This is an optimization exercise on Yosys and OpenROAD, whose aim is small area, not a production implementation. Function was checked by simulation only, so behaviour that the tests miss may differ from the original. Power figures rest on the tool's default switching activity, not on a simulated workload.

==> inputs of job 9549 <==
// pio_machine
module pio_machine (
  input  logic        clk,
  input  logic        reset,
  input  logic        en,
  input  logic [15:0] instr,
  input  logic [31:0] input_pins,
  input  logic [4:0]  wrap_target,
  input  logic [4:0]  wrap_top,
  input  logic [4:0]  jmp_pin,
  input  logic [4:0]  pins_in_base,
  input  logic [4:0]  pins_out_base,
  input  logic [4:0]  pins_set_base,
  input  logic [5:0]  pins_out_count,
  input  logic [2:0]  pins_set_count,
  input  logic        auto_push,
  input  logic        auto_pull,
  input  logic [4:0]  isr_threshold,
  input  logic [4:0]  osr_threshold,
  input  logic        in_shift_dir,
  input  logic        out_shift_dir,
  input  logic [31:0] tx_data,
  input  logic        tx_empty,
  input  logic        rx_full,
  output logic [4:0]  pc,
  output logic [31:0] output_pins,
  output logic [31:0] pin_directions,
  output logic        push,
  output logic        pull,
  output logic        stalled,
  output logic [31:0] rx_data
);
  function automatic [31:0] rotl(input [31:0] w, input [4:0] n);
    reg [31:0] r;
    integer k;
    begin
      r = w;
      for (k = 0; k < 5; k = k + 1)
        if (n[k]) r = (r << (1 << k)) | (r >> (32 - (1 << k)));
      rotl = r;
    end
  endfunction
  logic [31:0] x, y, isr, osr;
  logic [5:0]  isr_cnt, osr_cnt;
  logic [2:0]  op, a;
  logic [4:0]  b;
  logic        is_jmp, is_wait, is_in, is_out, is_pp, is_set;
  assign op = instr[15:13];
  assign a  = instr[7:5];
  assign b  = instr[4:0];
  assign is_jmp  = (op == 3'd0);
  assign is_wait = (op == 3'd1);
  assign is_in   = (op == 3'd2);
  assign is_out  = (op == 3'd3);
  assign is_pp   = (op == 3'd4);
  assign is_set  = (op == 3'd7);
  logic isr_ge, osr_ge;
  assign isr_ge = isr_cnt[5] | ((isr_threshold != 5'd0) && (isr_cnt[4:0] >= isr_threshold));
  assign osr_ge = osr_cnt[5] | ((osr_threshold != 5'd0) && (osr_cnt[4:0] >= osr_threshold));
  logic        ysel;
  logic [31:0] xy, dec;
  logic        xy_zero;
  assign ysel    = is_jmp ? (a == 3'd3 || a == 3'd4) : a[1];
  assign xy      = ysel ? y : x;
  assign xy_zero = (xy == 32'd0);
  ...
export LEC_CHECK = 0
export CAP_MARGIN = 20
export CORE_MARGIN = 2
export CORE_UTILIZATION = 40
export SLEW_MARGIN = 20
create_clock -name core_clock -period 9.0 [get_ports {clk}]
standard.sh (not shown) runs the stock make flow with config.mk's settings and CLKGATE_MAP_FILE= SYNTH_SCRIPT=/design/flow/synth_recipe.tcl, a recipe that flattens the netlist after the stock synthesis.
==> flow/flow/run.sh <==
#!/bin/bash
# Layout flow: the standard flow (standard.sh) with these changes:
#  - synthesis maps the logic with an area-oriented ABC script (flow/area.abc);
#    everything else in synthesis, including register mapping, is the standard flow's own
#    script (synth_recipe.tcl), so the registers are the standard synthesis's;
#  - port buffers are the smallest buffer cell;
#  - the clock tree uses small clock buffers and no dummy loads.
set -euo pipefail
HERE=$PWD
{
  head -n 1 synth_recipe.tcl
  cat <<EOF
proc abc {args} {
  set i [lsearch -exact \$args -script]
  if {\$i >= 0} { lset args [expr {\$i + 1}] $HERE/flow/area.abc }
  yosys abc {*}\$args
}
EOF
  tail -n +2 synth_recipe.tcl
} > area_synth.tcl
bash standard.sh SYNTH_SCRIPT=$HERE/area_synth.tcl \
  "BUFFER_PORTS_ARGS=-buffer_cell sky130_fd_sc_hd__buf_1" \
  "CTS_ARGS=-sink_clustering_enable -repair_clock_nets -buf_list {sky130_fd_sc_hd__clkbuf_4 sky130_fd_sc_hd__clkbuf_8} -dont_use_dummy_load" \
  finish > standard_flow.log 2>&1
==> flow/flow/area.abc <==
strash
dch -f
amap -m
topo
stime -c
==> job 7769: changes against job 9549 <==
==> flow/flow/area.abc (replaced) <==
strash
dc2
dch -f
amap -m
topo
stime -c
- CORE_UTILIZATION: 40 -> 60
- GPL_TIMING_DRIVEN: unset -> 0
- PLACE_DENSITY: unset -> 0.75
==> comparison <==
Job 7769 went through all stages and came out clean. Job 9549 finished with timing, DRC and antenna clean. Against job 9549, the clock skew of job 7769 is lower by 0.028 ns. Between job 9549 and job 7769, the lower non-clock buffer count is in job 7769 (gap 60). Clock-buffer cell count: job 7769 is lower than job 9549 (3). Of job 9549 and job 7769, job 7769 has the higher first-iteration DRC count (gap about 20%, measured against job 7769).


==> inputs of 01-09 <==
pio_machine, a different RTL version from the one above (not shown whole).
==> flow/design.v (excerpt) <==
module pio_machine (
  input  logic        clk,
  input  logic        reset,
  input  logic        en,
  input  logic [15:0] instr,
  input  logic [31:0] input_pins,
  input  logic [4:0]  wrap_target,
  input  logic [4:0]  wrap_top,
  input  logic [4:0]  jmp_pin,
  input  logic [4:0]  pins_in_base,
  input  logic [4:0]  pins_out_base,
  input  logic [4:0]  pins_set_base,
  input  logic [5:0]  pins_out_count,
  input  logic [2:0]  pins_set_count,
  input  logic        auto_push,
  input  logic        auto_pull,
  input  logic [4:0]  isr_threshold,
  input  logic [4:0]  osr_threshold,
  input  logic        in_shift_dir,
  input  logic        out_shift_dir,
  input  logic [31:0] tx_data,
  input  logic        tx_empty,
  input  logic        rx_full,
  output logic [4:0]  pc,
  output logic [31:0] output_pins,
  output logic [31:0] pin_directions,
  output logic        push,
  output logic        pull,
  output logic        stalled,
  output logic [31:0] rx_data
);
export LEC_CHECK = 0
export CAP_MARGIN = 20
export CORE_MARGIN = 2
export CORE_UTILIZATION = 40
export SLEW_MARGIN = 20
create_clock -name core_clock -period 9.0 [get_ports {clk}]
==> flow/flow/run.sh <==
#!/bin/bash
# Layout flow: the standard flow (standard.sh, standard synthesis) with
# the port buffers made of the smallest buffer cell.
set -euo pipefail
bash standard.sh "BUFFER_PORTS_ARGS=-buffer_cell sky130_fd_sc_hd__buf_1" finish > standard_flow.log 2>&1
==> 10-17: changes against 01-09 <==
--- a/flow/design.v
+++ b/flow/design.v
@@ -56,106 +56,81 @@
   logic isr_ge, osr_ge;
   assign isr_ge = isr_cnt[5] | ((isr_threshold != 5'd0) && (isr_cnt[4:0] >= isr_threshold));
   assign osr_ge = osr_cnt[5] | ((osr_threshold != 5'd0) && (osr_cnt[4:0] >= osr_threshold));
   logic        ysel;
   logic [31:0] xy, dec;
   logic        xy_zero;
   assign ysel    = is_jmp ? (a == 3'd3 || a == 3'd4) : a[1];
   assign xy      = ysel ? y : x;
-  assign xy_zero = (xy == 32'd0);
-  assign dec     = xy - 32'd1;
+  logic [32:0] below_zero;
+  always_comb begin
+    below_zero[0] = 1'b1;
+    for (int i = 0; i < 32; i++) below_zero[i + 1] = below_zero[i] & ~xy[i];
+  end
+  assign xy_zero = below_zero[32];
+  assign dec     = xy ^ below_zero[31:0];
   logic in_valid, in_full, in_stall, in_push, in_shift;
   assign in_valid = is_in & ~a[2];
   assign in_full  = in_valid & auto_push & isr_ge;
   assign in_stall = in_full & rx_full;
   assign in_push  = in_full & ~rx_full;
   assign in_shift = in_valid & ~in_stall;
   logic out_empty, out_stall, out_shift, out_dst_ok;
   assign out_empty  = auto_pull & osr_ge;
   assign out_dst_ok = (a <= 3'd4);
   assign out_stall  = is_out & out_empty;
   assign out_shift  = is_out & ~out_empty & out_dst_ok;
   logic pp_push, pp_stall, pp_pull, pp_load;
   assign pp_push  = is_pp & ~a[2] & ~(a[0] & rx_full);
   assign pp_pull  = is_pp & a[2] & ~tx_empty;
   assign pp_load  = is_pp & a[2] & (~tx_empty | ~a[0]);
   assign pp_stall = is_pp & (a[2] ? (tx_empty & a[0]) : (a[0] & rx_full));
-  logic        ra_pins, ra_xy, ra_osr, ra_set;
-  logic [31:0] ra_in, ra;
-  logic [4:0]  pa, qa, sa, amt_a;
-  logic        nega;
-  assign ra_pins = ~reset & (is_jmp | is_wait | (is_in & a[1:0] == 2'd0));
-  assign ra_xy   = ~reset & is_in & (a[1] ^ a[0]);
-  assign ra_osr  = ~reset & is_out;
-  assign ra_set  = ~reset & is_set;
-  assign ra_in = ({32{ra_pins}} & input_pins) | ({32{ra_xy}} & xy) |
-                 ({32{ra_osr}} & osr) | {27'd0, {5{ra_set}} & b};
-  always_comb begin
-    pa   = 5'd0;
-    qa   = 5'd0;
-    nega = 1'b1;
-    case (op)
-      3'd0: pa = jmp_pin;
-      3'd1: begin
-        pa = a[0] ? pins_in_base : 5'd0;
-        qa = b;
-      end
-      3'd2: begin
-        pa = (a[1:0] == 2'd0) ? pins_in_base : 5'd0;
-        qa = in_shift_dir ? 5'd0 : b;
-      end
-      3'd3: begin
-        qa   = b;
-        nega = out_shift_dir;
-      end
-      default: ;
-    endcase
-  end
-  assign sa    = pa + qa;
-  assign amt_a = nega ? (5'd0 - sa) : sa;
-  assign ra    = rotl(ra_in, amt_a);
-  logic pin_bit;
-  assign pin_bit = ra[0];
-  logic [31:0] lm, hm, m;
+  logic [4:0] pin_idx;
+  logic       pin_bit;
+  assign pin_idx = is_jmp ? jmp_pin : ((a[0] ? pins_in_base : 5'd0) + b);
+  assign pin_bit = input_pins[pin_idx];
+  logic [31:0] lm, hm;
   always_comb begin
     for (int i = 0; i < 32; i++) begin
       lm[i]      = (b == 5'd0) || (i < b);
       hm[31 - i] = lm[i];
     end
   end
-  logic use_lm;
-  assign use_lm = is_in ? in_shift_dir : ~out_shift_dir;
-  assign m      = (is_in | is_out) ? (use_lm ? lm : hm) : 32'hffffffff;
-  logic [31:0] isr_keep, rb_in, rb;
-  logic [4:0]  pb, qb, sb, amt_b;
-  logic        negb, pin_dst;
-  assign isr_keep = (~reset & is_in & ~in_push) ? isr : 32'd0;
-  assign rb_in    = (isr_keep & ~m) | (ra & m);
+  logic in_right, out_left, pin_dst;
+  assign in_right = in_shift_dir;
+  assign out_left = ~out_shift_dir;
   assign pin_dst  = (a == 3'd0) || (a == 3'd4);
-  always_comb begin
-    pb   = 5'd0;
-    qb   = 5'd0;
-    negb = 1'b0;
+  logic [31:0] msk;
+  assign msk = (is_in ? in_right : ~out_left) ? hm : lm;
+  logic [31:0] rb_in, rb;
+  logic [4:0]  amt_b;
+  assign rb_in = (is_in | is_pp | reset) ? ((reset | in_push | is_pp) ? 32'd0 : isr) : osr;
+  assign amt_b = (is_in ? in_right : ~out_left) ? 5'd0 - b : b;
+  assign rb    = rotl(rb_in, amt_b);
+  logic        ra_pins, ra_xy, ra_out, ra_set;
+  logic [31:0] out_bits, ra_in, ra;
+  logic [4:0]  amt_a;
+  assign out_bits = rb & msk;
+  assign ra_pins = ~reset & is_in & (a[1:0] == 2'd0);
+  assign ra_xy   = ~reset & is_in & (a[1] ^ a[0]);
+  assign ra_out  = ~reset & is_out;
+  assign ra_set  = ~reset & is_set;
+  assign ra_in = ({32{ra_pins}} & input_pins) | ({32{ra_xy}} & xy) |
+                 ({32{ra_out}} & out_bits) | {27'd0, {5{ra_set}} & b};
+  always_comb begin
     case (op)
-      3'd2: begin
-        qb   = b;
-        negb = in_shift_dir;
-      end
-      3'd3: begin
-        pb = pin_dst ? pins_out_base : 5'd0;
-        qb = out_shift_dir ? b : 5'd0;
-      end
-      3'd7: pb = pin_dst ? pins_set_base : 5'd0;
-      default: ;
+      3'd2:    amt_a = 5'd0 - ((a[1:0] == 2'd0 ? pins_in_base : 5'd0) + (in_right ? b : 5'd0));
+      3'd3:    amt_a = (pin_dst ? pins_out_base : 5'd0) + (out_left ? 5'd0 : b);
+      default: amt_a = pin_dst ? pins_set_base : 5'd0;
     endcase
   end
-  assign sb    = pb + qb;
-  assign amt_b = negb ? (5'd0 - sb) : sb;
-  assign rb    = rotl(rb_in, amt_b);
+  assign ra = rotl(ra_in, amt_a);
+  logic [31:0] isr_d;
+  assign isr_d = (rb & ~msk) | (ra & msk);
   logic [4:0]  wb;
   logic [5:0]  wc, we_end;
   logic [31:0] win;
   assign wb     = is_out ? pins_out_base : pins_set_base;
   assign wc     = is_out ? pins_out_count : {3'd0, pins_set_count};
   assign we_end = {1'b0, wb} + {1'b0, wc[4:0]};
   always_comb begin
     for (int j = 0; j < 32; j++) begin
@@ -197,37 +172,37 @@
   assign x_we    = reset | ((out_wr | set_wr) & (a == 3'd1)) |
                    (act & is_jmp & (a == 3'd2) & ~xy_zero);
   assign y_we    = reset | ((out_wr | set_wr) & (a == 3'd2)) |
                    (act & is_jmp & (a == 3'd4) & ~xy_zero);
   assign isr_we  = reset | (act & (in_shift | pp_push));
   assign osr_ld  = act & (pp_load | (out_stall & ~tx_empty));
   assign osr_we  = reset | osr_ld | out_wr;
   logic [31:0] xy_d, osr_d;
-  assign xy_d  = (is_jmp & ~reset) ? dec : rb;
-  assign osr_d = osr_ld ? (tx_empty ? x : tx_data) : (ra & ~m);
+  assign xy_d  = (is_jmp & ~reset) ? dec : ra;
+  assign osr_d = osr_ld ? (tx_empty ? x : tx_data) : (rb & ~msk);
   logic [5:0] cnt_base, cnt_sat;
   logic [6:0] cnt_sum;
   assign cnt_base = is_in ? (in_push ? 6'd0 : isr_cnt) : osr_cnt;
   assign cnt_sum  = {1'b0, cnt_base} + ((b == 5'd0) ? 7'd32 : {2'd0, b});
   assign cnt_sat  = (cnt_sum >= 7'd32) ? 6'd32 : cnt_sum[5:0];
   logic [4:0] seq_pc;
   assign seq_pc = (pc == wrap_top) ? wrap_target : pc + 5'd1;
   always_ff @(posedge clk) begin
     if (reset)
       pc <= 5'd0;
     else if (en & ~stalled)
       pc <= (is_jmp & jump) ? b : seq_pc;
     for (int j = 0; j < 32; j++) begin
-      if (pins_we & (reset | win[j])) output_pins[j] <= rb[j];
-      if (dirs_we & (reset | win[j])) pin_directions[j] <= rb[j];
+      if (pins_we & (reset | win[j])) output_pins[j] <= ra[j];
+      if (dirs_we & (reset | win[j])) pin_directions[j] <= ra[j];
     end
     if (x_we) x <= xy_d;
     if (y_we) y <= xy_d;
-    if (isr_we) isr <= rb;
+    if (isr_we) isr <= isr_d;
     if (osr_we) osr <= osr_d;
     if (reset)
       isr_cnt <= 6'd0;
     else if (act & in_shift)
       isr_cnt <= cnt_sat;
     else if (act & pp_push)
       isr_cnt <= 6'd0;
     if (reset)
==> flow/flow/run.sh (replaced) <==
#!/bin/bash
# Layout flow: the standard flow (standard.sh) with these changes:
#  - synthesis maps the logic with an area-oriented ABC script (flow/area.abc);
#    everything else in synthesis, including register mapping, is the standard flow's own
#    script (synth_recipe.tcl), so the registers are the standard synthesis's;
#  - port buffers are the smallest buffer cell;
#  - the clock tree uses small clock buffers and no dummy loads.
set -euo pipefail
HERE=$PWD
{
  head -n 1 synth_recipe.tcl
  cat <<EOF
proc abc {args} {
  set i [lsearch -exact \$args -script]
  if {\$i >= 0} { lset args [expr {\$i + 1}] $HERE/flow/area.abc }
  yosys abc {*}\$args
}
EOF
  tail -n +2 synth_recipe.tcl
} > area_synth.tcl
bash standard.sh SYNTH_SCRIPT=$HERE/area_synth.tcl \
  "BUFFER_PORTS_ARGS=-buffer_cell sky130_fd_sc_hd__buf_1" \
  "CTS_ARGS=-sink_clustering_enable -repair_clock_nets -sink_clustering_size 30 -sink_clustering_max_diameter 100 -buf_list {sky130_fd_sc_hd__clkbuf_16} -dont_use_dummy_load" \
  finish > standard_flow.log 2>&1
==> flow/flow/area.abc (new file) <==
strash
dc2
dch -f
amap -m
topo
stime -c
==> 04-14: changes against 01-09 <==
==> flow/run.sh (new file) <==
#!/bin/bash
# synth_recipe.tcl (not shown) runs the flow's synth.tcl, then flattens the netlist and writes it again
# the make line also repeats each setting of config.mk as NAME=value (left out here)
make -C /OpenROAD-flow-scripts/flow DESIGN_CONFIG=/design/flow/config.mk WORK_HOME=/design/flow/orfs CLKGATE_MAP_FILE= SYNTH_SCRIPT=/design/flow/synth_recipe.tcl finish
removed: flow/flow/run.sh
removed: flow/standard.sh
==> qor summary <==
item	01-09	10-17	04-14
Status	no timing/DRC/antenna violations	no timing/DRC/antenna violations	no timing/DRC/antenna violations
Later-pin clock latency in the skew report	0.56 ns	0.52 ns	0.60 ns
Reported sequential group power	1.73 mW	1.21 mW	1.75 mW
Worst path required time	7.20 ns	9.18 ns	7.20 ns
Met1 Usage GRT	45.9%	44.1%	48.7%
Total standard cell area after synthesis	19600 sq um	15700 sq um	19600 sq um
GRT met2 Usage	51.2%	51.6%	54.2%
Synth top area share	29.4%	36.6%	29.4%
Period utilisation layout	95.2%	97.8%	97.4%
Detailed-route vias per instance	6.88	6.42	6.86
Maximum frequency from static timing analysis	117 MHz	114 MHz	114 MHz
Multi-input gate count	1725	1394	1725
Die height	225 microns	202 microns	225 microns
DP Worst Slack	0.288 ns	-0.334 ns	0.171 ns
WL met2	39.2 mm	30.7 mm	40.4 mm
Critical path class	input pin to output pin	input pin to flop	input pin to output pin
Origin of the worst setup path	instr[13]	instr[6]	instr[14]
Number of optimization iterations in the first detailed-route pass	7	6	6
Final Wtd Congestion	1.08	0.989	0.998
Area of the core	48600 sq um	38700 sq um	48600 sq um
Headroom to the max-slew limit	19.0%	28.1%	24.5%
Count of clock buffers in the final design	28	14	30
Relative contribution of combinational cells to total power	48.8%	33.6%	50.3%

## static timing again, ports no longer ideal
The results above use ideal ports. As a check the final layouts listed here were re-extracted and re-timed, cells and wires unchanged.
Step 1 (the two cells are an assumption about what drives the block):
set clk [get_ports {clk}]
set_driving_cell -lib_cell sky130_fd_sc_hd__clkbuf_16 $clk
set_driving_cell -lib_cell sky130_fd_sc_hd__buf_2 [delete_from_list [all_inputs] $clk]
Step 2 times the ports against the registers' clock, not the clock port: input delays grow and output delays shrink by t, the midpoint of the rising clock arrivals with the driver on.
Slacks: ideal / step 1 / step 2; pairs: ideal / step 1.
run | shift t [ns] | setup WS [ns] | worst setup path at the end | latest minus earliest clock arrival (ns) | slew at the worst register clock pin (ns)
job 9549 | 0.635 | 0.738 / 0.772 / 0.137 | input to register | 0.099 / 0.098 | 0.06 / 0.06
job 7769 | 0.572 | 0.293 / 0.320 / -0.252 | input to register | 0.070 / 0.070 | 0.07 / 0.07
01-09 | 0.607 | 0.432 / 0.404 / -0.023 | input to register | 0.021 / 0.021 | 0.07 / 0.07
10-17 | 0.542 | 0.201 / 0.233 / -0.309 | input to register | 0.074 / 0.073 | 0.12 / 0.12
04-14 | 0.643 | 0.231 / 0.209 / 0.078 | input to register | 0.033 / 0.033 | 0.07 / 0.07
With both steps, setup timing fails in job 7769, 01-09 and 10-17, where it was met with ideal ports. The setup slack of job 9549, which loses most, moves by +0.034 ns with the drivers and by -0.601 ns with both steps.
